From an optimization exercise on the open Yosys and OpenROAD flow, aimed at small area, a short achievable clock period and few clock cycles per item; shortcuts taken in it are not production practice.
The RTL was checked by simulation tests, not by an equivalence proof against the original design.
No activity file was given, so power comes from the tool's default toggle rates.

File: flow/flow/run.sh
#!/bin/bash
# Own layout flow: the standard flow (standard.sh: the standard synthesis
# and ORFS steps, unchanged) with one ORFS setting passed through the
# environment: BUFFER_PORTS_ARGS makes every port buffer a
# sky130_fd_sc_hd__buf_1 cell instead of the default delay buffer
# (clkdlybuf4s50_1), which is larger and slower. Every input and output port
# is still buffered; the clock period and constraints are the standard flow's.
# The make/ORFS output goes to standard_flow.log; each ORFS step keeps its own
# log under orfs/logs/.
set -euo pipefail
export BUFFER_PORTS_ARGS="-buffer_cell sky130_fd_sc_hd__buf_1"
bash standard.sh > standard_flow.log 2>&1
File: flow/standard.sh
#!/bin/bash
# synth_recipe.tcl (not shown) runs the flow's synth.tcl, then flattens the netlist and writes it again
# the make line also repeats each setting of config.mk as NAME=value (left out here)
make -C /OpenROAD-flow-scripts/flow DESIGN_CONFIG=/design/flow/config.mk WORK_HOME=/design/flow/orfs CLKGATE_MAP_FILE= SYNTH_SCRIPT=/design/flow/synth_recipe.tcl "${@:-finish}"
File: flow/config.mk
export PLATFORM = sky130hd
export DESIGN_NAME = incubator_setpoint_and_alarm_supervisor
export DESIGN_NICKNAME = incubator_setpoint_and_alarm_supervisor
export VERILOG_FILES = /design/flow/design.v
export SDC_FILE = /design/flow/constraint.sdc
export NUM_CORES = 4
export LEC_CHECK = 0
export CAP_MARGIN = 20
export CORE_MARGIN = 2
export CORE_UTILIZATION = 60
export SETUP_SLACK_MARGIN = 4.6
export SLEW_MARGIN = 20
File: flow/constraint.sdc
create_clock -name core_clock -period 8.0 [get_ports {clk}]
set_input_delay 1.6000 -clock core_clock [delete_from_list [all_inputs] [get_ports {clk}]]
set_output_delay 1.6000 -clock core_clock [all_outputs]
set_load 0.01 [all_outputs]
File: flow/design.v
package isas_pkg;
  localparam int TEMP_W   = 12;
  localparam int HOST_W   = 15;
  localparam int SECS_W   = 32;
  localparam int MS_W     = 11;
  localparam int TICKMS_W = 10;
  localparam int BAND_W   = 9;
  localparam int CNT16_W  = 16;
  localparam int ERR_W    = 12;
  localparam int BEST_W   = 14;
  localparam int ALU_W    = 33;
  localparam int APB_AW   = 5;
  localparam int APB_DW   = 32;
  localparam logic [1:0] MODE_IDLE  = 2'd0;
  localparam logic [1:0] MODE_RUN   = 2'd1;
  localparam logic [1:0] MODE_SET   = 2'd2;
  localparam logic [1:0] MODE_ALARM = 2'd3;
  localparam logic [1:0] OP_TICK      = 2'd0;
  localparam logic [1:0] OP_KEY       = 2'd1;
  localparam logic [1:0] OP_HOST_SET  = 2'd2;
  localparam logic [1:0] OP_HOST_STOP = 2'd3;
  localparam logic [1:0] REPLY_NONE   = 2'd0;
  localparam logic [1:0] REPLY_ACCEPT = 2'd1;
  localparam logic [1:0] REPLY_RANGE  = 2'd2;
  localparam logic [3:0] KEY_DIGIT_MAX = 4'd9;
  localparam logic [3:0] KEY_STAR      = 4'd10;
  localparam logic [3:0] KEY_HASH      = 4'd11;
  localparam logic [2:0] CFG_IDX_BAND    = 3'd0;
  localparam logic [2:0] CFG_IDX_MIN     = 3'd1;
  localparam logic [2:0] CFG_IDX_MAX     = 3'd2;
  localparam logic [2:0] CFG_IDX_DEFAULT = 3'd3;
  localparam logic [2:0] CFG_IDX_STARTUP = 3'd4;
  localparam logic [2:0] CFG_IDX_STUCK   = 3'd5;
  localparam logic [2:0] CFG_IDX_TICKMS  = 3'd6;
  localparam logic [MS_W-1:0] MS_PER_SEC = 11'd1000;
  localparam logic [BAND_W-1:0]   BAND_RST    = 9'd20;
  localparam logic [TEMP_W-1:0]   MIN_RST     = 12'd200;
  localparam logic [TEMP_W-1:0]   MAX_RST     = 12'd600;
  localparam logic [TEMP_W-1:0]   DEFAULT_RST = 12'd370;
  localparam logic [CNT16_W-1:0]  STARTUP_RST = 16'd3000;
  localparam logic [CNT16_W-1:0]  STUCK_RST   = 16'd300;
  localparam logic [TICKMS_W-1:0] TICKMS_RST  = 10'd200;
  typedef logic signed [TEMP_W-1:0] temp_t;
  typedef struct packed {
    logic [BAND_W-1:0]   alarm_band;
    temp_t               min_target;
    temp_t               max_target;
    temp_t               default_target;
    logic [CNT16_W-1:0]  startup_ticks;
    logic [CNT16_W-1:0]  stuck_ticks;
    logic [TICKMS_W-1:0] tick_ms;
    logic                load_default;
  } cfg_regs_t;
  typedef struct packed {
    logic             sub;
    logic [ALU_W-1:0] a;
    logic [ALU_W-1:0] b;
  } alu_req_t;
  typedef struct packed {
    logic [ALU_W-1:0] sum;
    logic             neg;
  } alu_rsp_t;
endpackage
import isas_pkg::*;
module isas_cfg (
  input  logic              clk,
  input  logic              rst_n,
  input  logic              psel,
  input  logic              penable,
  input  logic              pwrite,
  input  logic [isas_pkg::APB_AW-1:0] paddr,
  input  logic [isas_pkg::APB_DW-1:0] pwdata,
  output logic [isas_pkg::APB_DW-1:0] prdata,
  output logic              pready,
  output isas_pkg::cfg_regs_t         cfg
);
  logic [BAND_W-1:0]   band_r;
  logic [TEMP_W-1:0]   min_r;
  logic [TEMP_W-1:0]   max_r;
  logic [TEMP_W-1:0]   default_r;
  logic [CNT16_W-1:0]  startup_r;
  logic [CNT16_W-1:0]  stuck_r;
  logic [TICKMS_W-1:0] tickms_r;
  logic                wr;
  logic                load_r;
  logic [2:0]          idx;
  assign pready = 1'b1;
  assign wr     = psel && penable && pwrite;
  assign idx    = paddr[4:2];
  always_ff @(posedge clk) begin
    load_r <= rst_n && wr && (idx == CFG_IDX_DEFAULT);
  end
  logic [CNT16_W-1:0] wd0, wd1;
  logic [7:0]         en;
  assign wd0 = pwdata[CNT16_W-1:0] & {CNT16_W{rst_n}};
  assign wd1 = pwdata[CNT16_W-1:0] | {CNT16_W{!rst_n}};
  always_comb begin
    for (int i = 0; i < 8; i++) begin
      en[i] = !rst_n || (wr && (idx == 3'(i)));
    end
  end
  function automatic logic [CNT16_W-1:0] rv(input logic [CNT16_W-1:0] rst_val);
    for (int b = 0; b < CNT16_W; b++) begin
      rv[b] = rst_val[b] ? wd1[b] : wd0[b];
    end
  endfunction
  always_ff @(posedge clk) begin
    if (en[CFG_IDX_BAND])    band_r    <= BAND_W'(rv(CNT16_W'(BAND_RST)));
    if (en[CFG_IDX_MIN])     min_r     <= TEMP_W'(rv(CNT16_W'(MIN_RST)));
    if (en[CFG_IDX_MAX])     max_r     <= TEMP_W'(rv(CNT16_W'(MAX_RST)));
    if (en[CFG_IDX_DEFAULT]) default_r <= TEMP_W'(rv(CNT16_W'(DEFAULT_RST)));
    if (en[CFG_IDX_STARTUP]) startup_r <= rv(STARTUP_RST);
    if (en[CFG_IDX_STUCK])   stuck_r   <= rv(STUCK_RST);
    if (en[CFG_IDX_TICKMS])  tickms_r  <= TICKMS_W'(rv(CNT16_W'(TICKMS_RST)));
  end
  logic [CNT16_W-1:0] rd_sel;
  logic [CNT16_W-1:0] rdata_r;
  always_comb begin
    rd_sel = '0;
    unique case (idx)
      CFG_IDX_BAND:    rd_sel = CNT16_W'(band_r);
      CFG_IDX_MIN:     rd_sel = CNT16_W'(min_r);
      CFG_IDX_MAX:     rd_sel = CNT16_W'(max_r);
      CFG_IDX_DEFAULT: rd_sel = CNT16_W'(default_r);
      CFG_IDX_STARTUP: rd_sel = startup_r;
      CFG_IDX_STUCK:   rd_sel = stuck_r;
      CFG_IDX_TICKMS:  rd_sel = CNT16_W'(tickms_r);
      default:         rd_sel = '0;
    endcase
  end
  always_ff @(posedge clk) begin
    rdata_r <= rd_sel;
  end
  assign prdata = APB_DW'(rdata_r);
  assign cfg.alarm_band     = band_r;
  assign cfg.min_target     = min_r;
  assign cfg.max_target     = max_r;
  assign cfg.default_target = default_r;
  assign cfg.startup_ticks  = startup_r;
  assign cfg.stuck_ticks    = stuck_r;
  assign cfg.tick_ms        = tickms_r;
  assign cfg.load_default   = load_r;
endmodule
import isas_pkg::*;
module incubator_setpoint_and_alarm_supervisor #(
  parameter int MAX_DIGITS = 4
) (
  input  logic              clk,
  input  logic              rst_n,
  input  logic              in_valid,
  output logic              in_ready,
  input  logic [1:0]        in_opcode,
  input  logic [isas_pkg::TEMP_W-1:0] in_measured_temp,
  input  logic [3:0]        in_key_code,
  input  logic [isas_pkg::HOST_W-1:0] in_host_target,
  output logic              out_valid,
  input  logic              out_ready,
  output logic [1:0]        out_mode,
  output logic              out_buzzer_on,
  output logic [isas_pkg::TEMP_W-1:0] out_target_temp,
  output logic [isas_pkg::SECS_W-1:0] out_run_seconds,
  output logic              out_control_active,
  output logic              out_controller_reset,
  output logic              out_drive_stop,
  output logic [1:0]        out_host_reply,
  input  logic              cfg_psel,
  input  logic              cfg_penable,
  input  logic              cfg_pwrite,
  input  logic [isas_pkg::APB_AW-1:0] cfg_paddr,
  input  logic [isas_pkg::APB_DW-1:0] cfg_pwdata,
  output logic [isas_pkg::APB_DW-1:0] cfg_prdata,
  output logic              cfg_pready
);
  localparam int BST_W = 12;    
  isas_pkg::cfg_regs_t cfg;
  logic              s1_v;
  logic [1:0]        s1_op;
  logic [TEMP_W-1:0] s1_data;
  logic              s1_ok;
  logic              h_ok;
  logic [TEMP_W-1:0] t_eff;
  logic [TEMP_W:0]   i_mt, i_tm;
  logic [TEMP_W-1:0] i_err;
  logic              s1_prep;
  logic              s1_kh, s1_ks, s1_kd;   
  logic              need_prep;
  logic [HOST_W-1:0] rng_val;
  logic              in_fire;
  logic              rdy_x_r, rdy_y_r;
  logic              adv;
  logic [1:0]          mode_r,   mode_nxt;
  logic [TEMP_W-1:0]   target_r, target_nxt;
  logic [2:0]          count_r,  count_nxt;
  logic [13:0]         kv_r,     kv_nxt;
  logic [3:0]          div_step_r;
  logic [3:0]          div_rem_r;
  logic                div_start;
  logic                busy;
  logic [CNT16_W-1:0]  blank_r,  blank_nxt;
  logic [BST_W-1:0]    best_r,   best_nxt;
  logic [CNT16_W-1:0]  nogain_r, nogain_nxt;
  logic                buzzer_r, buzzer_nxt;
  logic [9:0]          millis_r, millis_nxt;
  logic [SECS_W-1:0]   secs_r,   secs_nxt;
  logic                active_r, active_nxt;
  logic                pid_r,    pid_nxt;
  logic                stop_r,   stop_nxt;
  logic [1:0]          reply_r,  reply_nxt;
  logic                out_valid_r;
  isas_cfg u_cfg (
    .clk     (clk),
    .rst_n   (rst_n),
    .psel    (cfg_psel),
    .penable (cfg_penable),
    .pwrite  (cfg_pwrite),
    .paddr   (cfg_paddr),
    .pwdata  (cfg_pwdata),
    .prdata  (cfg_prdata),
    .pready  (cfg_pready),
    .cfg     (cfg)
  );
  assign busy      = (div_step_r != 4'd0);
  assign need_prep = s1_v && s1_kh && !s1_prep && (mode_r == MODE_SET);
  assign adv       = s1_v && !busy && !need_prep && (!out_valid_r || out_ready);
  assign in_ready  = rdy_x_r || (rdy_y_r && out_ready);
  assign in_fire   = in_valid && in_ready;
  logic       s1_v_d, out_valid_d, s1_kh_d, s1_prep_d, busy_d, need_prep_d, rdy_b_d;
  logic [1:0] mode_d;
  assign s1_v_d      = rst_n && (in_fire || (s1_v && !adv));
  assign out_valid_d = rst_n && (adv || (out_valid_r && !out_ready));
  assign s1_kh_d     = in_fire ? ((in_opcode == OP_KEY) && (in_key_code == KEY_HASH)) : s1_kh;
  assign s1_prep_d   = (need_prep && !busy) || (s1_prep && !in_fire);
  assign busy_d      = rst_n && ((adv && div_start) || (div_step_r > 4'd1));
  assign mode_d      = !rst_n ? MODE_IDLE : adv ? mode_nxt : mode_r;
  assign need_prep_d = s1_v_d && s1_kh_d && !s1_prep_d && (mode_d == MODE_SET);
  assign rdy_b_d     = !busy_d && !need_prep_d;
  always_ff @(posedge clk) begin
    rdy_x_r <= !s1_v_d || (rdy_b_d && !out_valid_d);
    rdy_y_r <= rdy_b_d;
  end
  assign rng_val = need_prep ? HOST_W'(kval) : in_host_target;
  assign h_ok = ($signed(rng_val) >= $signed(cfg.min_target)) &&
                ($signed(rng_val) <= $signed(cfg.max_target));
  assign t_eff = (s1_v && s1_ok) ? s1_data : target_r;
  assign i_mt  = {in_measured_temp[TEMP_W-1], in_measured_temp} - {t_eff[TEMP_W-1], t_eff};
  assign i_tm  = {t_eff[TEMP_W-1], t_eff} - {in_measured_temp[TEMP_W-1], in_measured_temp};
  assign i_err = i_mt[TEMP_W] ? i_tm[TEMP_W-1:0] : i_mt[TEMP_W-1:0];
  always_ff @(posedge clk) begin
    if (!rst_n) begin
      s1_v <= 1'b0;
    end else if (in_fire) begin
      s1_v <= 1'b1;
    end else if (adv) begin
      s1_v <= 1'b0;
    end
  end
  always_ff @(posedge clk) begin
    if (need_prep && !busy) begin
      s1_prep <= 1'b1;
      s1_ok   <= h_ok && (count_r != 3'd0);
      s1_data <= kval[TEMP_W-1:0];
    end else if (in_fire) begin
      s1_op   <= in_opcode;
      s1_ok   <= h_ok && (in_opcode == OP_HOST_SET);
      s1_prep <= 1'b0;
      s1_kh   <= (in_opcode == OP_KEY) && (in_key_code == KEY_HASH);
      s1_ks   <= (in_opcode == OP_KEY) && (in_key_code == KEY_STAR);
      s1_kd   <= (in_opcode == OP_KEY) && (in_key_code <= KEY_DIGIT_MAX);
      if (in_opcode == OP_TICK) begin
        s1_data <= i_err;
      end else if (in_opcode[1]) begin
        s1_data <= in_host_target[TEMP_W-1:0];
      end else begin
        s1_data <= {8'd0, in_key_code};
      end
    end
  end
  logic              run_like;
  logic [TEMP_W-1:0] err;
  logic              blanking;
  logic              in_band;
  logic              better;
  logic              stuck_inc;
  logic [16:0]       nogain_p1;
  logic [10:0]       ms_sum;
  logic              ms_c1, ms_c2;
  logic [10:0]       ms_new;
  logic [11:0]       ms_s1, ms_s2;
  logic [SECS_W-1:1] secs_hi_p1;
  logic              secs_cy;
  logic [SECS_W-1:0] secs_tick;
  logic [3:0]        key;
  logic [13:0]       kval;
  logic [13:0]       kv_x10;
  logic [9:0]        kv10;      
  assign run_like = (mode_r == MODE_RUN) || (mode_r == MODE_ALARM);
  assign err = s1_data;
  assign blanking  = blank_r < cfg.startup_ticks;
  assign in_band   = err <= BST_W'(cfg.alarm_band);
  assign better    = (best_r == '0) || (err < best_r);
  assign nogain_p1 = {1'b0, nogain_r} + 17'd1;
  assign stuck_inc = nogain_p1 >= {1'b0, cfg.stuck_ticks};
  assign ms_sum = {1'b0, millis_r} + {1'b0, cfg.tick_ms};
  assign ms_s1  = {2'b0, millis_r} + {2'b0, cfg.tick_ms} - 12'd1000;
  assign ms_s2  = {2'b0, millis_r} + {2'b0, cfg.tick_ms} - 12'd2000;
  assign ms_c1  = !ms_s1[11];
  assign ms_c2  = !ms_s2[11];
  assign ms_new = ms_c2 ? ms_s2[10:0] : ms_c1 ? ms_s1[10:0] : ms_sum;
  assign secs_hi_p1 = secs_r[SECS_W-1:1] + 31'd1;
  assign secs_cy    = ms_c2 || (ms_c1 && secs_r[0]);
  assign secs_tick  = {secs_cy ? secs_hi_p1 : secs_r[SECS_W-1:1], secs_r[0] ^ (ms_c1 && !ms_c2)};
  assign key = s1_data[3:0];
  assign kv_x10 = (14'(kv_r[9:0]) << 3) + (14'(kv_r[9:0]) << 1) + 14'(key);
  assign kv10   = (10'(kv_r[6:0]) << 3) + (10'(kv_r[6:0]) << 1);
  assign kval   = (count_r < 3'd3) ? 14'(kv10) : kv_r;
  always_comb begin
    mode_nxt   = mode_r;
    target_nxt = target_r;
    count_nxt  = count_r;
    kv_nxt     = kv_r;
    div_start  = 1'b0;
    blank_nxt  = blank_r;
    best_nxt   = best_r;
    nogain_nxt = nogain_r;
    buzzer_nxt = buzzer_r;
    millis_nxt = millis_r;
    secs_nxt   = secs_r;
    active_nxt = 1'b0;
    pid_nxt    = 1'b0;
    stop_nxt   = 1'b0;
    reply_nxt  = REPLY_NONE;
    unique case (s1_op)
      OP_TICK: begin
        if (!run_like) begin
          buzzer_nxt = 1'b0;
        end else begin
          active_nxt = 1'b1;
          if (blanking) begin
            buzzer_nxt = 1'b0;
            blank_nxt  = blank_r + 16'd1;
          end else if (in_band) begin
            buzzer_nxt = 1'b0;
            nogain_nxt = '0;
            best_nxt   = '0;
            mode_nxt   = MODE_RUN;
          end else if (better) begin
            best_nxt   = err;
            nogain_nxt = '0;
            if (cfg.stuck_ticks == '0) begin
              mode_nxt   = MODE_ALARM;
              buzzer_nxt = 1'b1;
            end
          end else begin
            if (!nogain_p1[16]) begin
              nogain_nxt = nogain_p1[15:0];
            end
            if (stuck_inc) begin
              mode_nxt   = MODE_ALARM;
              buzzer_nxt = 1'b1;
            end
          end
          millis_nxt = ms_new[9:0];
          secs_nxt   = secs_tick;
        end
      end
      OP_KEY: begin
        if (s1_ks) begin
          if (mode_r == MODE_SET) begin
            if (count_r != 3'd0) begin
              count_nxt = count_r - 3'd1;
              div_start = 1'b1;
            end
          end else begin
            mode_nxt  = MODE_SET;
            count_nxt = 3'd0;
            kv_nxt    = '0;
          end
        end else if (s1_kh) begin
          secs_nxt   = '0;
          millis_nxt = '0;
          if (mode_r == MODE_RUN) begin
            mode_nxt = MODE_IDLE;
            stop_nxt = 1'b1;
          end else begin
            if (mode_r == MODE_SET) begin
              if (s1_ok) begin
                target_nxt = s1_data;
              end
              count_nxt = 3'd0;
              pid_nxt   = 1'b1;
            end
            mode_nxt   = MODE_RUN;
            blank_nxt  = '0;
            best_nxt   = '0;
            nogain_nxt = '0;
            buzzer_nxt = 1'b0;
          end
        end else if (mode_r == MODE_SET && s1_kd &&
                     count_r < 3'(MAX_DIGITS)) begin
          kv_nxt    = kv_x10;
          count_nxt = count_r + 3'd1;
        end
      end
      OP_HOST_SET: begin
        if (s1_ok) begin
          target_nxt = s1_data;
          pid_nxt    = 1'b1;
          reply_nxt  = REPLY_ACCEPT;
          if (mode_r != MODE_RUN) begin
            mode_nxt = MODE_RUN;
            secs_nxt = '0;
          end
        end else begin
          reply_nxt = REPLY_RANGE;
        end
      end
      default: begin
        mode_nxt   = MODE_IDLE;
        stop_nxt   = 1'b1;
        secs_nxt   = '0;
        millis_nxt = '0;
        reply_nxt  = REPLY_ACCEPT;
      end
    endcase
  end
  always_ff @(posedge clk) begin
    if (!rst_n) begin
      mode_r      <= MODE_IDLE;
      target_r    <= DEFAULT_RST;
      blank_r     <= '0;
      best_r      <= '0;
      nogain_r    <= '0;
      buzzer_r    <= 1'b0;
      millis_r    <= '0;
      secs_r      <= '0;
      out_valid_r <= 1'b0;
    end else begin
      if (adv) begin
        mode_r      <= mode_nxt;
        blank_r     <= blank_nxt;
        best_r      <= best_nxt;
        nogain_r    <= nogain_nxt;
        buzzer_r    <= buzzer_nxt;
        millis_r    <= millis_nxt;
        secs_r      <= secs_nxt;
      end
      if (cfg.load_default) begin
        target_r <= cfg.default_target;   
      end else if (adv) begin
        target_r <= target_nxt;
      end
      if (adv) begin
        out_valid_r <= 1'b1;
      end else if (out_ready) begin
        out_valid_r <= 1'b0;
      end
    end
  end
  logic [4:0] div_r5;
  logic       div_q;
  assign div_r5 = {div_rem_r, kv_r[13]};
  assign div_q  = (div_r5 >= 5'd10);
  always_ff @(posedge clk) begin
    if (!rst_n) begin
      div_step_r <= 4'd0;
    end else if (adv && div_start) begin
      div_step_r <= 4'd14;
    end else if (busy) begin
      div_step_r <= div_step_r - 4'd1;
    end
  end
  always_ff @(posedge clk) begin
    if (adv) begin
      div_rem_r <= 4'd0;
    end else if (busy) begin
      div_rem_r <= div_q ? 4'(div_r5 - 5'd10) : div_r5[3:0];
    end
    if (adv) begin
      kv_r <= kv_nxt;
    end else if (busy) begin
      kv_r <= {kv_r[12:0], div_q};
    end
  end
  always_ff @(posedge clk) begin
    if (adv) begin
      count_r  <= count_nxt;
      active_r <= active_nxt;
      pid_r    <= pid_nxt;
      stop_r   <= stop_nxt;
      reply_r  <= reply_nxt;
    end
  end
  assign out_valid            = out_valid_r;
  assign out_mode             = mode_r;
  assign out_buzzer_on        = buzzer_r;
  assign out_target_temp      = target_r;
  assign out_run_seconds      = secs_r;
  assign out_control_active   = active_r;
  assign out_controller_reset = pid_r;
  assign out_drive_stop       = stop_r;
  assign out_host_reply       = reply_r;
endmodule
==> notes.md, run 1 <==
count leader, synth nand2_1; CP required 8280 ps; endpoints failing setup 0; Initial Utilization 0.6138; hold_ws 463.9 ps; layout cells sized above 1 0.1655; Worst Hold Path EP millis_r[2]$_SDFFE_PN0P_; Worst Path Buf+Inv 0; Final Skew 20.77 ps; I/O pins 164; post-synthesis cell type count 87; Sink Count 258; commonest cells in the netlist 163 x nand2_1, 149 x ha_1, 148 x inv_1, 131 x dfxtp_1, 127 x edfxtp_1; hold buffer count at cts 0; Die Area approximately 0.029 mm^2; Hold Path Stages 2; Avg WL per Cell about 20 um; H-tree depth 1; Setup crit end kind register; mapped cell area 0.01663 mm^2; MaxCap Viol Count 0; GPL Wtd Cong 0.9193; cell taking the most area after synthesis edfxtp_1; maximum number of pins on one net before global-route repair 56; area share of the largest cell type after synthesis 0.2293; Die Wd 170.5 um; DRC violations left 0; worst hold path type register to register; Worst-path clk slew 70 ps; r2r setup slk 4360 ps; Pleak 0.007868 uW; r2r endpoint s1_ok$_DFFE_PP_; die height 170.5 um; Critical Path AT 3920 ps; antenna viol nets, final 0; post-synthesis sequential area ratio 0.3869; cell at the slowest stage of the critical path edfxtp_1; number of synthesized flops with an enable pin 127; peak supply drop around 250 uV; first-pass GRT wire length 73.52 mm; Synth area leaders edfxtp_1 23%, dfxtp_1 16%, ha_1 11%; Tot GR Track Use 0.3242; Crit Path Category register to register; vias in the first global route about 13000; Cell Rows 60; Yosys Warn Count 2; final wirelength 48.64 mm; Hold Startpoint millis_r[2]$_SDFFE_PN0P_; RSZ-0062 raised after global routing yes; pre-CTS WS 3566 ps; Final TNS setup 0 ps; RR Startpoint kv_r[2]$_DFFE_PP_; Avg Vias per Cell ~6; DRT Pass-1 Iters 5; total grt overflow 0; Diodes inserted 0; Max Fanout on Critical Path 4; Final WS setup 4365 ps; CP Launch Type register; vias after detailed routing 14536; worst skew pair latency 560 ps; 1st-iter DRT viols 1413; clk buf depth 3; Crit path max-delay family compound AO/OA/AOI/OAI gates; ys async rst share 0; Final Hold Fails 0; CP Cell Sequence ha_4, fa_2, a31oi_4, nor2b_1, o21ai_1, xor2_1, o21ai_2, nand2_1, nand2_2, ha_4, a21o_1, a21o_1, a21oi_1, nor2b_1, o21ai_1, a21oi_2, nor3_2, a211oi_2; Slew Viols, Final 0; Slew headroom 0.2504; DP Area approximately 0.018 mm^2; flops & latches, synth between 200 and 300; Pwr Density 175.1 mW/mm^2; Final Critical Period 3635 ps; TritonCTS clock tree built; I/O Buffers 128; start point of the critical path kv_r[2]$_DFFE_PP_; max frequency 275.1 MHz; Tcrit/Tclk final 0.4544; Inserted Clock Buffers 29; Mapped Cells 1800; fin util 0.7369; design area 0.01997 mm^2; Layout area overhead 20.06%; status complete, no violations; DP HPWL 34.55 mm; ys flop type dfxtp_1; Slew @ Worst Pin 1117 ps; nets 2207; initial antenna violation count 0; clock tree root driver cell clkbuf_16; crit-path max cell delay ~500 ps; Reg2Reg Depth 18; average size of a mapped cell 9.241 um^2; CORE AREA 0.02710 mm^2
[worst register-to-register path, stage by stage, from the launching register on]
cell,delay (ps)
edfxtp_1,490
ha_4,220
fa_2,360
a31oi_4,190
nor2b_1,60
o21ai_1,160
xor2_1,100
o21ai_2,260
nand2_1,110
nand2_2,160
ha_4,220
a21o_1,150
a21o_1,150
a21oi_1,130
nor2b_1,60
o21ai_1,140
a21oi_2,100
nor3_2,210
a211oi_2,100
[flip-flops by register name, summed over array words and instances, names as in the netlist, 9 cells and up]
| signal | cells |
|---|---|
| blank_r | 16 |
| millis_r | 10 |
| u_cfg.min_r | 12 |
| u_cfg.rdata_r | 16 |
| target_r | 12 |
| u_cfg.tickms_r | 10 |
| u_cfg.startup_r | 16 |
| nogain_r | 16 |
| kv_r | 14 |
| u_cfg.max_r | 12 |
| secs_r | 32 |
| s1_data | 12 |
| u_cfg.band_r | 9 |
| u_cfg.stuck_r | 16 |
| u_cfg.default_r | 12 |
| best_r | 12 |
[final cells by class]
| type | count | area (um^2) |
|---|---|---|
| well taps | 372 | 465.4 |
| flip-flops and latches | 258 | 6447 |
| clock inverters | 13 | 140.1 |
| multi-input cells | 1324 | 10330 |
| fillers | 2033 | 7131 |
| inverters | 148 | 565.5 |
| repair buffers | 211 | 1217 |
| clock buffers | 40 | 807.0 |
[kinds of logic (layout without fill, tap and decap cells)]
logic type                 count (synthesis)  count (layout)  share of synthesized area
other                                      2              17                  0.0004515
and+or+nand+nor                          570             574                     0.1764
buffers and inverters                    238             412                    0.05905
AOI/OAI and AO/OA                        434             435                     0.1706
DFF                                      258             258                     0.3869
muxes                                     79              79                    0.05153
xor gates and xnor gates                  61              61                    0.03212
adders and majority gates                158             158                     0.1229
[worst max path at each step]
stage,to,slack (ps),cells past startpoint
2_1_floorplan,s1_data[7]$_DFFE_PP_,4290,12
3_3_place_gp,s1_data[4]$_DFFE_PP_,3580,12
3_5_place_dp,s1_data[4]$_DFFE_PP_,3570,12
4_1_cts,s1_ok$_DFFE_PP_,4360,18
5_1_grt,s1_ok$_DFFE_PP_,4280,18
6_report,s1_ok$_DFFE_PP_,4360,18
[through the flow]
stage | instances | total power, uW
2_1_floorplan | 1815 | 1916
3_3_place_gp | 2237 | 2061
3_5_place_dp | 2237 | 2077
4_1_cts | 2335 | 3443
5_1_grt | 2366 | 3613
6_report | 2366 | 3496
[power breakdown]
part,leakage [uW],switching (uW),internal [uW]
clock network,0.000458,559,773
logic,0.00511,371,263
registers,0.00230,69.7,1460
[routing by layer]
metal,global-route usage,wire [um],vias up
li1,-,-,6883
met1,0.4614,21810,6968
met2,0.5124,22240,576
met3,0.04788,3252,109
met4,0.09996,1337,0
met5,0,0,-
[layout by cell type (no fill, tap or decap), types with 22 or more instances in the layout]
master and n:
nor2_1 96, buf_1 119, a21o_1 28, o21ai_0 72, buf_4 68, nand2b_1 23
edfxtp_1 127, nor3_1 26, dfxtp_1 126, nor2b_1 25, inv_1 144, mux2i_1 60
clkbuf_16 29, and2_1 27, xor2_1 28, ha_1 128, nand2_1 161, xnor2_1 29
a21oi_1 105, nand4_1 22, nand3_1 57
[what timing repair did]
action / 4_1_cts / 5_1_grt
buffers inserted: 39 / 31
setup endpoints to repair: 111 / 89
pin swaps: 41 / 64
resized for setup: 86 / 110
gates cloned: 6 / 0
Testbench counts, summed over its fixed seeds: cycles 20,550, items 20,000.
==> run 2, diff against run 1 <==
--- a/flow/design.v
+++ b/flow/design.v
@@ -183,3 +183,6 @@
   logic [TEMP_W-1:0] i_err;
-  logic              s1_prep;
+  logic              s1_prep;    
+  logic              s1_pre1;    
+  logic              prep_now;   
+  logic              prep_x10;   
   logic              s1_kh, s1_ks, s1_kd;   
@@ -231,3 +234,3 @@
   assign s1_kh_d     = in_fire ? ((in_opcode == OP_KEY) && (in_key_code == KEY_HASH)) : s1_kh;
-  assign s1_prep_d   = (need_prep && !busy) || (s1_prep && !in_fire);
+  assign s1_prep_d   = prep_now || (s1_prep && !in_fire);
   assign busy_d      = rst_n && ((adv && div_start) || (div_step_r > 4'd1));
@@ -240,3 +243,6 @@
   end
-  assign rng_val = need_prep ? HOST_W'(kval) : in_host_target;
+  assign prep_x10 = need_prep && !busy && !s1_pre1 && (count_r == 3'd1 || count_r == 3'd2);
+  assign prep_now = need_prep && !busy && !prep_x10;
+  assign rng_val  = !need_prep ? in_host_target :
+                    s1_pre1    ? HOST_W'(s1_data) : HOST_W'(kv_r);
   assign h_ok = ($signed(rng_val) >= $signed(cfg.min_target)) &&
@@ -257,6 +263,11 @@
   always_ff @(posedge clk) begin
-    if (need_prep && !busy) begin
+    if (prep_x10) begin
+      s1_pre1 <= 1'b1;
+      s1_data <= TEMP_W'(kv10);
+    end else if (prep_now) begin
       s1_prep <= 1'b1;
       s1_ok   <= h_ok && (count_r != 3'd0);
-      s1_data <= kval[TEMP_W-1:0];
+      if (!s1_pre1) begin
+        s1_data <= kv_r[TEMP_W-1:0];
+      end
     end else if (in_fire) begin
@@ -265,2 +276,3 @@
       s1_prep <= 1'b0;
+      s1_pre1 <= 1'b0;
       s1_kh   <= (in_opcode == OP_KEY) && (in_key_code == KEY_HASH);
@@ -292,3 +304,2 @@
   logic [3:0]        key;
-  logic [13:0]       kval;
   logic [13:0]       kv_x10;
@@ -314,3 +325,2 @@
   assign kv10   = (10'(kv_r[6:0]) << 3) + (10'(kv_r[6:0]) << 1);
-  assign kval   = (count_r < 3'd3) ? 14'(kv10) : kv_r;
   always_comb begin
==> run 2 against run 1 <==
Design area is essentially flat; sequential cell count increased by 1; die area fell by 0.64%; worst setup slack worse by 91 ps; combinational power up 4.3%; synthesized area down 0.66%; first-iteration DRC count is 1.2% lower; critical path type unchanged; largest cell class unchanged; highest routed layer unchanged.
==> notes.md, run 2 <==
I/O Buffers 128; clock tree root driver cell clkbuf_16; Final Hold Fails 0; Mapped Cells 1800; Slew @ Worst Pin approximately 1100 ps; initial antenna violation count 0; max frequency 268.3 MHz; DP HPWL 33.92 mm; H-tree depth 1; 1st-iter DRT viols between 1000 and 1500; Avg WL per Cell 20.77 um; Yosys Warn Count 2; flops & latches, synth ~260; most frequent cells in the layout 165 x nand2_1, 139 x ha_1, 131 x nor2_1; layout cells sized above 1 0.1541; CP Launch Type register; Final TNS setup 0 ps; layout filler cell count 2009; CORE AREA roughly 0.027 mm^2; worst hold path type register to register; DRC violations left 0; final wirelength between 40 and 50 mm; RR Startpoint u_cfg.tickms_r[0]$_DFFE_PP_; MaxCap Viol Count 0; start point of the critical path u_cfg.tickms_r[0]$_DFFE_PP_; Die Wd ~170 um; Worst-path clk slew 60 ps; Initial Utilization 0.6114; Avg Vias per Cell 6.153; fin util 0.7385; Tot GR Track Use 0.3260; area share of the largest cell type after synthesis 0.2290; Layout area overhead 20.79%; average size of a mapped cell 9.180 um^2; ys flop type dfxtp_1; Slew headroom 0.2356; maximum number of pins on one net before global-route repair 72; count leader, synth nand2_1; Max Fanout on Critical Path 4; Pleak about 0.008 uW; commonest cells in the netlist 168 x nand2_1, 151 x ha_1, 136 x a21oi_1, 136 x inv_1, 136 x nor2_1; mapped cell area 0.01652 mm^2; Hold Path Stages 2; Crit Path Category register to register; GPL Wtd Cong roughly 0.94; crit-path max cell delay ~530 ps; Pwr Density about 170 mW/mm^2; status complete, no violations; max reg flops 32; r2r endpoint secs_r[16]$_SDFFE_PN0P_; CP required about 8500 ps; pre-CTS WS 3045 ps; Sink Count 259; endpoints failing setup 0; first-pass GRT wire length roughly 74 mm; cell taking the most area after synthesis edfxtp_1; Diodes inserted 0; Hold Startpoint millis_r[2]$_SDFFE_PN0P_; die height about 170 um; Reg2Reg Depth 11; Critical Path AT roughly 4200 ps; ys async rst share 0; commonest non-fill, non-tap cell in the layout nand2_1; I/O pins 164; peak supply drop between 150 and 200 uV; Final Skew between 10 and 15 ps; Final Critical Period 3727 ps; clk buf depth 3; Tcrit/Tclk final 0.4658; post-synthesis cell type count 78; Cell Rows 60; hold buffer count at cts 0; vias in the first global route ~14000; r2r setup slk between 4000 and 5000 ps; RSZ-0062 raised after global routing yes; antenna viol nets, final 0; DRT Pass-1 Iters 5; cell at the slowest stage of the critical path or4b_4; post-synthesis sequential area ratio 0.3901; number of synthesized flops with an enable pin 126; CP Cell Sequence ha_4, fa_2, a211oi_4, o211ai_1, nand4b_1, or3b_4, or4b_4, o211a_4, or2_4, or4_1, a21oi_2; Die Area 0.02888 mm^2; Reg with most FFs secs_r; CP endpoint secs_r[16]$_SDFFE_PN0P_; Setup crit end kind register; Inserted Clock Buffers 29; Final WS setup ~4300 ps; TritonCTS clock tree built; Slew Viols, Final 0; nets 2215; Synth area leaders edfxtp_1 23%, dfxtp_1 16%, ha_1 11%; total grt overflow 0; vias after detailed routing 14399; worst skew pair latency 550 ps
==> run 2: cell types whose count changed in the layout (fill, tap and decap cells not counted), moves of 11 or more <==
| cell | delta |
|---|---|
| inv_1 | -15 |
| ha_1 | +11 |
| nor2_1 | +35 |
| nor3_1 | -11 |
| xnor2_1 | +19 |
| a21oi_1 | +21 |
| a21oi_2 | -12 |
==> run 2: cell type report <==
class	instances	area (um^2)	share of cell area
Clock buffer	32	737.0	0.03692
Timing Repair Buffer	219	1339	0.06708
Inverter	137	530.5	0.02658
Multi-Input combinational cell	1332	10300	0.5163
Clock inverter	20	166.4	0.008338
Sequential cell	259	6455	0.3234
Tap cell	341	426.7	0.02138
==> run 2: what timing repair did <==
action,in CTS,in global routing
resized for setup,80,86
cloned,5,0
endpoints found under the hold margin,0,0
setup buffers,33,39
endpoints found under the setup margin,125,107
pin swaps,46,78
==> run 2: where the power goes <==
part	total [uW]	switching, uW	internal, uW
combinational	661	386	275
sequential	1530	61.2	1470
clock	1290	560	727
total	3470	1010	2470
==> run 2: worst min path at each step <==
stage / slack [ps] / endpoint
2_1_floorplan: 430 / millis_r[3]$_SDFFE_PN0P_
3_3_place_gp: 450 / millis_r[2]$_SDFFE_PN0P_
3_5_place_dp: 450 / millis_r[2]$_SDFFE_PN0P_
4_1_cts: 460 / millis_r[2]$_SDFFE_PN0P_
5_1_grt: 480 / millis_r[2]$_SDFFE_PN0P_
6_report: 450 / millis_r[2]$_SDFFE_PN0P_
==> run 2: cell families (layout without fill, tap and decap cells) <==
family          Yosys count  after routing  share of synthesized area
flops                   259            259                     0.3901
fa+ha+maj               160            160                     0.1252
buf+inv                 228            408                    0.05588
mux                      85             85                    0.05702
compound gates          405            408                     0.1538
other cells               2             17                  0.0004545
simple gates            581            582                     0.1751
xor+xnor                 80             80                    0.04241
==> run 2: per-layer routing <==
metal / part of all wire / global-route usage / up-vias
li1: - / - / 6804
met1: 0.43 / 0.4549 / 6941
met2: 0.47 / 0.5441 / 546
met3: 0.068 / 0.03698 / 108
met4: 0.028 / 0.08213 / 0
met5: 0 / 0 / -
==> run 2: worst max-delay path: cells and delay by family (launching register included) <==
kind | cells | cell delay [ps]
flip-flops | 1 | 460
AND/OR/NAND/NOR | 5 | 1820
AO/OA/AOI/OAI | 4 | 800
adder cells (fa/ha/maj) | 2 | 580
==> run 2: per-stage QoR <==
stage	power (uW)	std cells	cell area (um^2)	hold WS, ps
floorplan	1929	1815	17090	429.1
global placement	2072	2211	17660	448.4
CTS	3407	2301	19280	460.1
detailed placement	2085	2211	17670	451.9
global route	3605	2340	19960	482.5
finish	3475	2340	19960	454.8
Testbench counts of run 2, summed over its fixed seeds: cycles 20,685, items 20,000.
==> run 3, diff against run 2 <==
--- a/flow/config.mk
+++ b/flow/config.mk
@@ -9,3 +9,4 @@
 export CORE_MARGIN = 2
-export CORE_UTILIZATION = 60
+export CORE_UTILIZATION = 70
+export PLACE_DENSITY = 0.74
 export SETUP_SLACK_MARGIN = 4.6
==> run 3 against run 2 <==
Largest cell class unchanged; die area down 14%; clock skew shrank 3.2 ps; register-to-register slack lost 20 ps; still clean on timing, DRC and antenna; maximum frequency shrank 0.54%; clock power up 9%; worst setup slack got worse by 20 ps; sequential power about the same; global-route usage up 6.4 points.
==> notes.md, run 3 <==
Avg WL per Cell 22.26 um; Reg2Reg Depth 12; Max Fanout on Critical Path 5; nets 2186; vias after detailed routing between 10000 and 15000; Slew headroom 0.3183; Net Sw Power 1017 uW; 1st-iter DRT viols roughly 1700; worst skew pair latency 540 ps; DRC violations left 0; Final Critical Period 3747 ps; Setup crit end kind register; combinational power share 0.183; Layout area overhead 19.18%; grt met2 use 0.6553; Reg with most FFs secs_r; average size of a mapped cell around 9 um^2; Avg Vias per Cell 6.544; DRT Pass-1 Iters 6; endpoints failing setup 0; xor/xnor cell area share of the yosys netlist 0.04240; mux cell area share after synthesis 0.05702; Synth area leaders edfxtp_1 23%, dfxtp_1 16%, ha_1 11%; clk buf depth 3; TritonCTS clock tree built; I/O pins 164; status complete, no violations; final wirelength 50.94 mm; Sink Count about 260; Worst-path clk slew 60 ps; max frequency about 270 MHz; clock tree root driver cell clkbuf_16; DP Cell Count 2189; peak supply drop roughly 160 uV; final cell count without fillers 2288; layout filler cell count 1326; mapped cell area 0.01652 mm^2; Yosys Warn Count 2; Worst Hold Path EP millis_r[2]$_SDFFE_PN0P_; Critical Path AT 4210 ps; Final Hold Fails 0; commonest cells in the netlist 168 x nand2_1, 151 x ha_1, 136 x a21oi_1, 136 x inv_1, 136 x nor2_1; ys async rst share 0; Final TNS setup 0 ps; met1 Use GR 0.4958; maximum number of pins on one net before global-route repair 72; Slew Viols, Final 0; RR Startpoint u_cfg.tickms_r[0]$_DFFE_PP_; H-tree depth 1; most frequent cells in the layout 165 x nand2_1, 139 x ha_1, 130 x inv_1; Hold Startpoint millis_r[2]$_SDFFE_PN0P_; antenna viol nets, final 0; CP required around 8500 ps; number of synthesized flops with an enable pin approximately 130; post-synthesis cell type count 78; max reg flops 32; Tot GR Track Use 0.3899; total grt overflow 0; Mapped Cells 1800; Die Area around 0.025 mm^2; Initial Utilization 0.7082; r2r setup slk 4250 ps; initial antenna violation count 0; Multi-input gate area between 0.01 and 0.015 mm^2; Final Skew 11.39 ps; post-synthesis compound-gate area fraction 0.1538; Cell Int Power 2561 uW; flops & latches, synth between 200 and 300; Cell Rows between 50 and 60; Synth Area in Adders 0.1252; cell taking the most area after synthesis edfxtp_1; worst hold path type register to register; GPL Wtd Cong 0.9947; Pleak 0.007912 uW; die height 157.6 um; post-synthesis simple-gate area fraction 0.1751; I/O Buffers 128; commonest non-fill, non-tap cell in the layout nand2_1; r2r endpoint secs_r[16]$_SDFFE_PN0P_; Pwr Density ~180 mW/mm^2; layout cells sized above 1 0.1442; Inserted Clock Buffers 27; CP Launch Type register; Switching Fraction 0.2843; MaxCap Viol Count 0; CORE AREA 0.02333 mm^2; Tcrit/Tclk final 0.4684; ys flop type dfxtp_1; Diodes inserted 0; area share of the largest cell type after synthesis 0.2290; clock power share 0.391; post-synthesis sequential area ratio 0.3901; Hold Path Stages 2; busiest grt layer met2; Reg area between 0.006 and 0.007 mm^2; Reg power frac 0.426; first-pass GRT wire length 75.55 mm; Die Wd 157.6 um; DP HPWL 33.25 mm; RSZ-0062 raised after global routing yes; Crit Path Category register to register; largest family of logic cells by synthesized area simple AND/OR/NAND/NOR gates; M3 GR Usage 0.07802; Slew @ Worst Pin 1016 ps; vias in the first global route 14319; count leader, synth nand2_1
run 3: cell counts after synthesis:
Identical to the previous run, type by type.
run 3: how the worst max path moves through the flow:
stage | startpoint | to | slack (ps)
2_1_floorplan | in_measured_temp[0] | s1_data[9]$_DFFE_PP_ | 4260
3_3_place_gp | out_ready | secs_r[31]$_SDFFE_PN0P_ | 3190
3_5_place_dp | out_ready | secs_r[31]$_SDFFE_PN0P_ | 3120
4_1_cts | out_ready | in_ready | 4380
5_1_grt | u_cfg.tickms_r[1]$_DFFE_PP_ | secs_r[16]$_SDFFE_PN0P_ | 4170
6_report | u_cfg.tickms_r[0]$_DFFE_PP_ | secs_r[16]$_SDFFE_PN0P_ | 4250
run 3: through the flow:
stage | total power (uW) | area (um^2) | utilization | hold slack [ps] | setup slack [ps]
finish | 3578 | 19690 | 0.8440 | 479.1 | 4253
global route | 3676 | 19690 | 0.8440 | 492.9 | 4174
CTS | 3511 | 19320 | 0.8282 | 474.6 | 4376
detailed placement | 2084 | 17630 | 0.7557 | 466.0 | 3120
global placement | 2063 | 17630 | 0.7554 | 447.9 | 3191
floorplan | 1929 | 17090 | - | 429.1 | 4261
run 3: cells by family after synthesis:
| logic type | count (synthesis) |
|---|---|
| compound gates | 405 |
| xor+xnor | 80 |
| fa+ha+maj | 160 |
| buf+inv | 228 |
| flops | 259 |
| mux | 85 |
| other cells | 2 |
| simple gates | 581 |
run 3: cell type report:
| cell class | count | share of cell area |
|---|---|---|
| Clock buffer | 31 | 0.03666 |
| Clock inverter | 18 | 0.01283 |
| Inverter | 137 | 0.02694 |
| Multi-Input combinational cell | 1333 | 0.5218 |
| Sequential cell | 259 | 0.3278 |
| Tap cell | 319 | 0.02027 |
| Timing Repair Buffer | 191 | 0.05362 |
run 3: worst max-delay path: stages, from the launching register on:
cell and delay [ps]:
edfxtp_1 450, ha_4 210, fa_2 420, a211oi_4 280, nor2_1 160, a21oi_2 250, inv_1 170, a2bb2oi_2 200
or4b_4 530, o211a_4 210, or2_4 250, or4_1 400, a21oi_1 150
run 3: power by group through the flow:
stage / sequential [uW] / combinational (uW) / clock [uW]
final: 1530 / 654 / 1400
after global routing: 1530 / 703 / 1440
after CTS: 1530 / 599 / 1390
after detailed placement: 1550 / 531 / 0
after global placement: 1550 / 514 / 0
after floorplan: 1530 / 397 / 0
run 3: timing repair:
item                       CTS  global route
pin swaps                   55            40
gates cloned                 6             0
gates resized for setup     91            58
hold buffers                 0             0
setup endpoints to repair  121            99
buffers inserted            28            16
run 3: routing by layer:
metal / part of all wire / up-vias
met2: 0.48 / 896
met3: 0.096 / 206
met5: 0 / -
li1: - / 6735
met4: 0.045 / 0
met1: 0.38 / 7135
==> run 4, diff against run 3 <==
--- a/flow/config.mk
+++ b/flow/config.mk
@@ -9,5 +9,4 @@
 export CORE_MARGIN = 2
-export CORE_UTILIZATION = 70
-export PLACE_DENSITY = 0.74
-export SETUP_SLACK_MARGIN = 4.6
+export CORE_UTILIZATION = 60
+export SETUP_SLACK_MARGIN = 4.3
 export SLEW_MARGIN = 20
==> run 4 against run 3 <==
Worst setup slack improved by 54 ps; synthesized cell count stayed put; worst hold slack got worse by 17 ps; via count decreased by 6.0%; utilization down 14 points; maximum frequency grew 1.5%; critical endpoint unchanged; first-iteration DRC count decreased by 33%; combinational power down 9.8%; critical path depth unchanged.
==> notes.md, run 4 <==
Hold Startpoint millis_r[2]$_SDFFE_PN0P_; design area 0.01913 mm^2; Cell Rows 60; Tcrit/Tclk final 0.4617; endpoints failing setup 0; Slew @ Worst Pin 861.1 ps; RSZ-0062 raised after global routing yes; Final Critical Period 3693 ps; 1st-iter DRT viols 1153; Synth area leaders edfxtp_1 23%, dfxtp_1 16%, ha_1 11%; H-tree depth 1; r2r setup slk roughly 4300 ps; mapped cell area 0.01652 mm^2; peak supply drop 152.0 uV; worst skew pair latency 550 ps; r2r endpoint secs_r[16]$_SDFFE_PN0P_; DP HPWL ~33 mm; hold_ws 461.7 ps; vias in the first global route 13399; Met3 Wirelength 3.767 mm; flops & latches, synth 259; GPL Wtd Cong 0.9335; CP required 8480 ps; Max Fanout on Critical Path 4; Mapped Cells 1800; Crit Path Category register to register; Layout area overhead 15.80%; initial antenna violation count 1; RR Startpoint u_cfg.tickms_r[0]$_DFFE_PP_; met1 wire length 19.67 mm; average size of a mapped cell around 9.2 um^2; ys flop type dfxtp_1; DRC violations left 0; Synth Area in Adders 0.1252; Worst-path clk slew 60 ps; vias after detailed routing 14073; Reg with most FFs secs_r; CP Cell Sequence ha_4, fa_2, a211oi_4, o211ai_1, nand4b_1, or3b_4, or4b_4, o211a_4, buf_12, or2_4, or4_4, a21oi_2; Multi-input gate area approximately 0.0099 mm^2; I/O pins about 160; Avg Vias per Cell 6.119; layout filler cell count approximately 2100; maximum number of pins on one net before global-route repair 59; post-synthesis sequential area ratio 0.3901; layout cells sized above 1 0.1093; Pleak 0.007729 uW; Initial Utilization 0.6114; post-synthesis simple-gate area fraction 0.1751; status complete, no violations; post-synthesis compound-gate area fraction 0.1538; first-pass GRT wire length 71.35 mm; Pwr Density between 150 and 200 mW/mm^2; Final Hold Fails 0; Reg2Reg Depth 12; cell taking the most area after synthesis edfxtp_1; Setup crit end kind register; most frequent cells in the layout 167 x nand2_1, 147 x ha_1, 133 x nor2_1; die height 170.0 um; commonest non-fill, non-tap cell in the layout nand2_1; xor/xnor cell area share of the yosys netlist 0.04240; Slew Viols, Final 0; max frequency 270.8 MHz; Worst Hold Path EP millis_r[2]$_SDFFE_PN0P_; number of synthesized flops with an enable pin ~130; TritonCTS clock tree built; worst hold path type register to register; nets 2173; Die Area 0.02888 mm^2; largest family of logic cells by synthesized area simple AND/OR/NAND/NOR gates; CP Launch Type register; Critical Path AT ~4200 ps; Avg WL per Cell 20.31 um; Slew headroom 0.4198; Final TNS setup 0 ps; met2 wire length approximately 22 mm; count leader, synth nand2_1; final wirelength 46.71 mm; mux cell area share after synthesis 0.05702; Yosys Warn Count 2; area share of the largest cell type after synthesis 0.2290; commonest cells in the netlist 168 x nand2_1, 151 x ha_1, 136 x a21oi_1, 136 x inv_1, 136 x nor2_1; crit-path max cell delay 550 ps; hold buffer count at cts 0; CORE AREA 0.02703 mm^2; Final Skew 14.12 ps; clock tree root driver cell clkbuf_16; DP Area 0.01736 mm^2; Sink Count 259; Reg area 0.006449 mm^2; antenna viol nets, final 0; Die Wd ~170 um; total grt overflow 0; Highest Signal Layer met4; cell at the slowest stage of the critical path or4b_4; clk buf depth 3; DRT Pass-1 Iters 8; ys async rst share 0; Tot GR Track Use 0.3163; I/O Buffers 128; Hold Path Stages 2; MaxCap Viol Count 0; max reg flops 32; Inserted Clock Buffers 29; post-synthesis cell type count 78
run 4: area by class of cell:
cell class              count  area share
clock buffers              41     0.04224
inverters                 137     0.02747
clock inverters            12    0.007128
diodes                      1   0.0001308
well taps                 341     0.02230
flip-flops and latches    259      0.3370
multi-input cells        1331      0.5152
repair buffers            178     0.04846
run 4: per-layer routing:
metal | GRT usage | vias to the layer above
met3 | 0.05465 | 109
met5 | 0 | -
li1 | - | 6714
met2 | 0.5226 | 541
met1 | 0.4214 | 6709
met4 | 0.1096 | 0
run 4: worst max-delay path, delay by kind of cell (launching register included):
family / cells / cell delay (ps)
compound gates: 4 / 680
fa+ha+maj: 2 / 570
simple gates: 5 / 1800
flops: 1 / 450
buf+inv: 1 / 130
run 4: power by group:
group / internal [uW] / switching [uW]
combinational: 230 / 360
clock: 796 / 543
sequential: 1470 / 67.2
total: 2490 / 971
run 4: per-stage QoR:
stage | utilization | std cells | power [uW] | setup WS (ps)
3_5_place_dp | 0.6423 | 2218 | 2083 | 3033
5_1_grt | 0.7079 | 2299 | 3581 | 4227
4_1_cts | 0.6929 | 2289 | 3435 | 4265
6_report | 0.7080 | 2300 | 3462 | 4307
2_1_floorplan | - | 1815 | 1915 | 4255
3_3_place_gp | 0.6420 | 2218 | 2070 | 3090
run 4: how the worst max path moves through the flow:
stage / start / to / cells past startpoint
3_5_place_dp: out_ready / secs_r[31]$_SDFFE_PN0P_ / 11
6_report: u_cfg.tickms_r[0]$_DFFE_PP_ / secs_r[16]$_SDFFE_PN0P_ / 12
4_1_cts: u_cfg.tickms_r[0]$_DFFE_PP_ / secs_r[31]$_SDFFE_PN0P_ / 13
3_3_place_gp: out_ready / secs_r[31]$_SDFFE_PN0P_ / 11
2_1_floorplan: in_measured_temp[0] / s1_data[9]$_DFFE_PP_ / 13
5_1_grt: u_cfg.tickms_r[0]$_DFFE_PP_ / secs_r[16]$_SDFFE_PN0P_ / 13
run 4: cell families (layout without fill, tap and decap cells):
group | after synthesis | after routing
and+or+nand+nor | 581 | 582
AOI/OAI and AO/OA | 405 | 407
DFF | 259 | 259
buffers and inverters | 228 | 368
adders and majority gates | 160 | 160
muxes | 85 | 85
xor gates and xnor gates | 80 | 80
other | 2 | 18
run 4: timing repair:
action                     in CTS  in global routing
cloned                          2                  3
pin swaps                      15                 17
resized for setup              44                 61
setup endpoints to repair      77                 45
setup buffers                  16                  6
==> run 5, diff against run 4 <==
--- a/flow/config.mk
+++ b/flow/config.mk
@@ -10,3 +10,3 @@
 export CORE_UTILIZATION = 60
-export SETUP_SLACK_MARGIN = 4.3
+export SETUP_SLACK_MARGIN = 4.1
 export SLEW_MARGIN = 20
==> run 5 against run 4 <==
Clock skew up 2.1 ps; largest power group unchanged; critical endpoint unchanged; maximum frequency down 3.5%; utilization down 2.1 points; sequential power about the same; global-route usage down 0.95 points; clock power about the same; worst hold slack better by 2.4 ps; power down 0.46%; wire length down 4.1%.
==> notes.md, run 5 <==
Yosys Warn Count 2; Pwr Density 185.6 mW/mm^2; average size of a mapped cell about 9.2 um^2; worst hold path type register to register; Synth area leaders edfxtp_1 23%, dfxtp_1 16%, ha_1 11%; endpoints failing setup 0; layout filler cell count 2221; most frequent cells in the layout 167 x nand2_1, 147 x ha_1, 134 x inv_1, 134 x a21oi_1, 134 x nor2_1; Hold Path Stages 2; Slew headroom 0.3440; worst skew pair latency 550 ps; max reg flops 32; maximum number of pins on one net before global-route repair 72; Worst-path clk slew around 60 ps; DP Cell Count 2219; first-pass GRT wire length 69.99 mm; count leader, synth nand2_1; Tcrit/Tclk final 0.4783; ys flop type dfxtp_1; flops & latches, synth between 200 and 300; Cell Rows 60; nets 2165; total grt overflow 0; Critical Path AT ~4300 ps; die height 170.0 um; H-tree depth 1; commonest cells in the netlist 168 x nand2_1, 151 x ha_1, 136 x a21oi_1, 136 x inv_1, 136 x nor2_1; TritonCTS clock tree built; Final Hold Fails 0; RR Startpoint u_cfg.tickms_r[0]$_DFFE_PP_; Hold Startpoint millis_r[0]$_SDFFE_PN0P_; DRC violations left 0; GPL Wtd Cong 0.9353; peak supply drop 176.3 uV; Final WS setup 4174 ps; max frequency 261.3 MHz; Avg WL per Cell roughly 20 um; Final Critical Period 3826 ps; Reg2Reg Depth 11; CP Launch Type register; CP required 8470 ps; Slew @ Worst Pin around 980 ps; CP Cell Sequence ha_2, fa_2, a211oi_4, o211ai_1, nand4b_1, or3b_4, or4b_4, o211a_4, or2_4, or4_1, a21oi_1; r2r setup slk 4170 ps; pre-CTS WS 3146 ps; Pleak 0.007570 uW; post-synthesis sequential area ratio 0.3901; Slew Viols, Final 0; DRT Pass-1 Iters 5; Mapped Cells 1800; status complete, no violations; Final Skew 16.20 ps; commonest non-fill, non-tap cell in the layout nand2_1; I/O Buffers ~130; Sink Count 259; Crit Path Category register to register; Reg with most FFs secs_r; Die Area 0.02888 mm^2; vias in the first global route around 13000; layout cells sized above 1 0.08256; clk buf depth 3; hold buffer count at cts 0; Tot GR Track Use 0.3069; mapped cell area 0.01652 mm^2; final wirelength 44.79 mm; Multi-input gate area 0.009380 mm^2; Initial Utilization 0.6114; RSZ-0062 raised after global routing yes; CORE AREA 0.02703 mm^2; cell at the slowest stage of the critical path or4b_4; Worst Hold Path EP millis_r[0]$_SDFFE_PN0P_; Final TNS setup 0 ps; number of synthesized flops with an enable pin 126; MaxCap Viol Count 0; final cell count without fillers 2292; Setup crit end kind register; 1st-iter DRT viols about 1100; ys async rst share 0; I/O pins 164; cell taking the most area after synthesis edfxtp_1; Avg Vias per Cell 6.013; Die Wd 170.0 um; area share of the largest cell type after synthesis 0.2290; Max Fanout on Critical Path 8; post-synthesis cell type count about 80; Inserted Clock Buffers 28; Layout area overhead 12.40%; DP HPWL around 34 mm; Reg area 0.006447 mm^2; antenna viol nets, final 0; r2r endpoint secs_r[16]$_SDFFE_PN0P_; initial antenna violation count 2; clock tree root driver cell clkbuf_16; vias after detailed routing roughly 14000; crit-path max cell delay roughly 560 ps
## run 5: cell counts after synthesis
No cell type changed its count.
## run 5: per-layer routing
layer,up-vias,part of all wire,wire (um),GRT usage
met4,0,0.022,967,0.07581
met5,-,0,0,0
met2,497,0.45,20360,0.4925
li1,6696,-,-,-
met3,60,0.075,3353,0.04116
met1,6528,0.45,20120,0.4414
## run 5: how the worst max path moves through the flow
stage | startpoint | endpoint | slack (ps) | cells after the start
final | u_cfg.tickms_r[0]$_DFFE_PP_ | secs_r[16]$_SDFFE_PN0P_ | 4170 | 11
after global routing | u_cfg.tickms_r[0]$_DFFE_PP_ | secs_r[16]$_SDFFE_PN0P_ | 4020 | 11
after CTS | u_cfg.tickms_r[0]$_DFFE_PP_ | secs_r[16]$_SDFFE_PN0P_ | 3950 | 11
after detailed placement | out_ready | secs_r[16]$_SDFFE_PN0P_ | 3150 | 10
after global placement | out_ready | secs_r[31]$_SDFFE_PN0P_ | 3160 | 11
after floorplan | in_measured_temp[0] | s1_data[9]$_DFFE_PP_ | 4090 | 13
## run 5: cells by family after synthesis
family,after synthesis,synth area share
and+or+nand+nor,581,0.1751
buffers and inverters,228,0.05588
xor gates and xnor gates,80,0.04241
AOI/OAI and AO/OA,405,0.1538
muxes,85,0.05702
other,2,0.0004545
DFF,259,0.3901
adders and majority gates,160,0.1252
## run 5: per-stage QoR
stage          total power (uW)  cell area (um^2)  hold WS [ps]  utilization
2_1_floorplan              1910             16620         429.1            -
3_3_place_gp               2061             17320         444.7       0.6408
3_5_place_dp               2074             17330         451.6       0.6412
4_1_cts                    3433             18330         460.5       0.6781
5_1_grt                    3576             18570         476.8       0.6871
6_report                   3447             18570         464.1       0.6872
## run 5: area by class of cell
cell class	count	share of cell area
Antenna cell	1	0.0001347
Clock buffer	39	0.04271
Clock inverter	13	0.009634
Inverter	137	0.02789
Multi-Input combinational cell	1329	0.5051
Sequential cell	259	0.3472
Tap cell	341	0.02297
Timing Repair Buffer	173	0.04440
## run 5: critical path: cells and delay by family (launching register included)
| kind | cells | cell delay, ps |
|---|---|---|
| compound gates | 4 | 790 |
| fa+ha+maj | 2 | 620 |
| flops | 1 | 420 |
| simple gates | 5 | 1930 |
## run 5: report_power, final
part	internal [uW]	switching [uW]	leakage (uW)
sequential	1470	63.0	0.00230
combinational	218	333	0.00480
clock	822	545	0.000468
total	2510	941	0.00757
## run 5: timing repair
action | 4_1_cts | 5_1_grt
gates resized for setup | 9 | 22
pin swaps | 0 | 5
hold endpoints to repair | 0 | 0
setup buffers | 0 | 19
setup endpoints to repair | 52 | 38
gates cloned | 0 | 1
==> run 6, diff against run 5 <==
--- a/flow/config.mk
+++ b/flow/config.mk
@@ -10,3 +10,3 @@
 export CORE_UTILIZATION = 60
-export SETUP_SLACK_MARGIN = 4.1
+export SETUP_SLACK_MARGIN = 4.4
 export SLEW_MARGIN = 20
==> run 6 against run 5 <==
Still clean; global-route usage grew 0.83 points; sequential power is essentially flat; die area stayed put; design area up 5.3%; wire length is 6.1% higher; final cell count is 1.5% higher.
==> notes.md, run 6 <==
status complete, no violations; CP Cell Sequence buf_4, inv_4, ha_4, a21o_1, a21oi_2, o21ai_2, a221oi_2, a21oi_4, buf_4, or3b_4, a31oi_4, xor2_2, o21ai_1; Setup crit end kind register; Final Critical Period ~3700 ps; DP Area about 0.017 mm^2; worst skew pair latency 560 ps; H-tree depth 1; Pwr Density 179.1 mW/mm^2; GPL Wtd Cong 0.9194; I/O Buffers 128; layout cells sized above 1 0.1380; endpoints failing setup 0; Avg WL per Cell between 20 and 25 um; Critical Path AT 3960 ps; Slew @ Worst Pin about 1100 ps; Initial Utilization 0.6114; CORE AREA 0.02703 mm^2; Layout area overhead 18.30%; Synth area leaders edfxtp_1 23%, dfxtp_1 16%, ha_1 11%; Slew Viols, Final 0; number of synthesized flops with an enable pin 126; Yosys Warn Count 2; most frequent cells in the layout 167 x nand2_1, 138 x ha_1, 132 x nor2_1; flops & latches, synth around 260; Avg Vias per Cell between 6 and 7; average size of a mapped cell roughly 9.2 um^2; max frequency 272.8 MHz; MaxCap Viol Count 0; DRT Pass-1 Iters 5; Slew headroom 0.2685; final wirelength 47.53 mm; cell taking the most area after synthesis edfxtp_1; RSZ-0062 raised after global routing yes; maximum number of pins on one net before global-route repair 72; area share of the largest cell type after synthesis 0.2290; hold_ws about 460 ps; Final Hold Fails 0; TritonCTS clock tree built; Die Area 0.02888 mm^2; first-pass GRT wire length 71.64 mm; Final Skew 18.46 ps; DRC violations left 0; count leader, synth nand2_1; hold buffer count at cts 0; cell at the slowest stage of the critical path or3b_4; die height 170.0 um; crit-path max cell delay roughly 390 ps; initial antenna violation count 0; Die Wd 170.0 um; Sink Count 259; worst hold path type register to register; vias in the first global route around 13000; max reg flops 32; Pleak 0.007857 uW; Mapped Cells 1800; commonest non-fill, non-tap cell in the layout nand2_1; nets 2201; Max Fanout on Critical Path 5; commonest cells in the netlist 168 x nand2_1, 151 x ha_1, 136 x a21oi_1, 136 x inv_1, 136 x nor2_1; Worst-path clk slew 60 ps; Reg with most FFs secs_r; CP Launch Type primary input; clock tree root driver cell clkbuf_16; CP dominant cell by count buf_4; ys flop type dfxtp_1; Tcrit/Tclk final 0.4582; ys async rst share 0; Inserted Clock Buffers 29; mapped cell area 0.01652 mm^2; 1st-iter DRT viols 1321; DP HPWL 33.55 mm; Tot GR Track Use 0.3152; I/O pins approximately 160; total grt overflow 0; Diodes inserted 0; CP required approximately 8300 ps; post-synthesis sequential area ratio 0.3901; post-synthesis cell type count 78; vias after detailed routing 14262; antenna viol nets, final 0; design area 0.01955 mm^2; peak supply drop approximately 170 uV; layout filler cell count 2089; Final TNS setup 0 ps; Cell Rows 60; clk buf depth 3; Crit Path Category primary input to register
## run 6: report_power, final
group	switching, uW	leakage (uW)	internal (uW)	total [uW]
clock	547	0.000463	792	1340
combinational	377	0.00509	256	633
sequential	64.7	0.00231	1470	1530
## run 6: layout make-up
class | instances | area, um^2 | share of cell area
flip-flops and latches | 259 | 6455 | 0.3302
multi-input cells | 1332 | 10060 | 0.5149
clock inverters | 13 | 145.1 | 0.007425
repair buffers | 205 | 1130 | 0.05780
well taps | 341 | 426.7 | 0.02183
clock buffers | 40 | 798.3 | 0.04084
inverters | 137 | 528.0 | 0.02701
## run 6: routing by layer
metal	part of all wire	vias to the layer above	wire length, um	track usage
li1	-	6771	-	-
met3	0.072	93	3429	0.04488
met4	0.027	0	1298	0.08250
met5	0	-	0	0
met2	0.47	560	22430	0.5295
met1	0.43	6838	20370	0.4291
## run 6: final timing paths
path / start / endpoint / slack [ps] / cells after the start
max: in_measured_temp[4] / s1_data[5]$_DFFE_PP_ / 4330 / 13
min reg2reg: millis_r[2]$_SDFFE_PN0P_ / millis_r[2]$_SDFFE_PN0P_ / 460 / 2
max reg2reg: u_cfg.tickms_r[0]$_DFFE_PP_ / secs_r[16]$_SDFFE_PN0P_ / 4380 / 11
min: millis_r[2]$_SDFFE_PN0P_ / millis_r[2]$_SDFFE_PN0P_ / 460 / 2
## run 6: worst max-delay path: cells and delay by family
| kind | cells | cell delay (ps) |
|---|---|---|
| compound gates | 7 | 1220 |
| xor+xnor | 1 | 210 |
| fa+ha+maj | 1 | 250 |
| buf+inv | 3 | 300 |
| simple gates | 1 | 390 |
## run 6: per-stage QoR
stage,total power [uW],setup slack (ps),instances,utilization
after floorplan,1916,4273,1815,-
after global placement,2070,2875,2217,0.6421
after detailed placement,2086,3029,2218,0.6426
after CTS,3436,4387,2292,0.6905
after global routing,3623,4159,2327,0.7233
final,3501,4335,2327,0.7233
## run 6: cell families (layout without fill, tap and decap cells)
kind of cell,Yosys count,count (layout),share of synthesized area
other cells,2,17,0.0004545
fa+ha+maj,160,160,0.1252
flops,259,259,0.3901
mux,85,85,0.05702
compound gates,405,408,0.1538
simple gates,581,582,0.1751
buf+inv,228,395,0.05588
xor+xnor,80,80,0.04241
## run 6: what timing repair did
action / in CTS / in global routing
gates cloned: 1 / 4
pin swaps: 15 / 52
hold endpoints to repair: 0 / 0
setup buffers: 20 / 31
setup endpoints to repair: 88 / 63
resized for setup: 40 / 115

==> re-timing with driven ports <==
How much do the figures lean on ideal ports? The routed layouts below were timed once more, with nothing changed but the port constraints. Step 1, drivers: a clkbuf_16 drives clk and a buf_2 each remaining input, both assumed. Step 2, shift: input delay + t, output delay - t, t = (earliest + latest rising clock arrival at the registers) / 2. This alone moves slack from input paths to output paths. a / b / c = ideal / step 1 / step 2; a / b = the first two.
run | t (ns) | setup WS [ns] | slew at the worst register clock pin (ns) | worst slew at a driven data input, ns | pins driven straight from the clock port
run 1 | 0.598 | 4.365 / 4.365 / 3.794 | 0.07 / 0.07 | 0.09 | 1
run 2 | 0.597 | 4.273 / 4.273 / 3.864 | 0.07 / 0.07 | 0.07 | 1
run 3 | 0.583 | 4.253 / 4.253 / 3.882 | 0.07 / 0.07 | 0.06 | 1
run 4 | 0.597 | 4.307 / 4.307 / 3.802 | 0.06 / 0.06 | 0.06 | 1
run 5 | 0.594 | 4.174 / 4.174 / 3.664 | 0.06 / 0.06 | 0.06 | 1
run 6 | 0.599 | 4.335 / 4.350 / 3.751 | 0.06 / 0.06 | 0.05 | 1
After both steps every run listed still meets setup and hold. For run 6, which loses most, drivers alone change the setup slack by +0.015 ns; drivers and shift together by -0.584 ns.
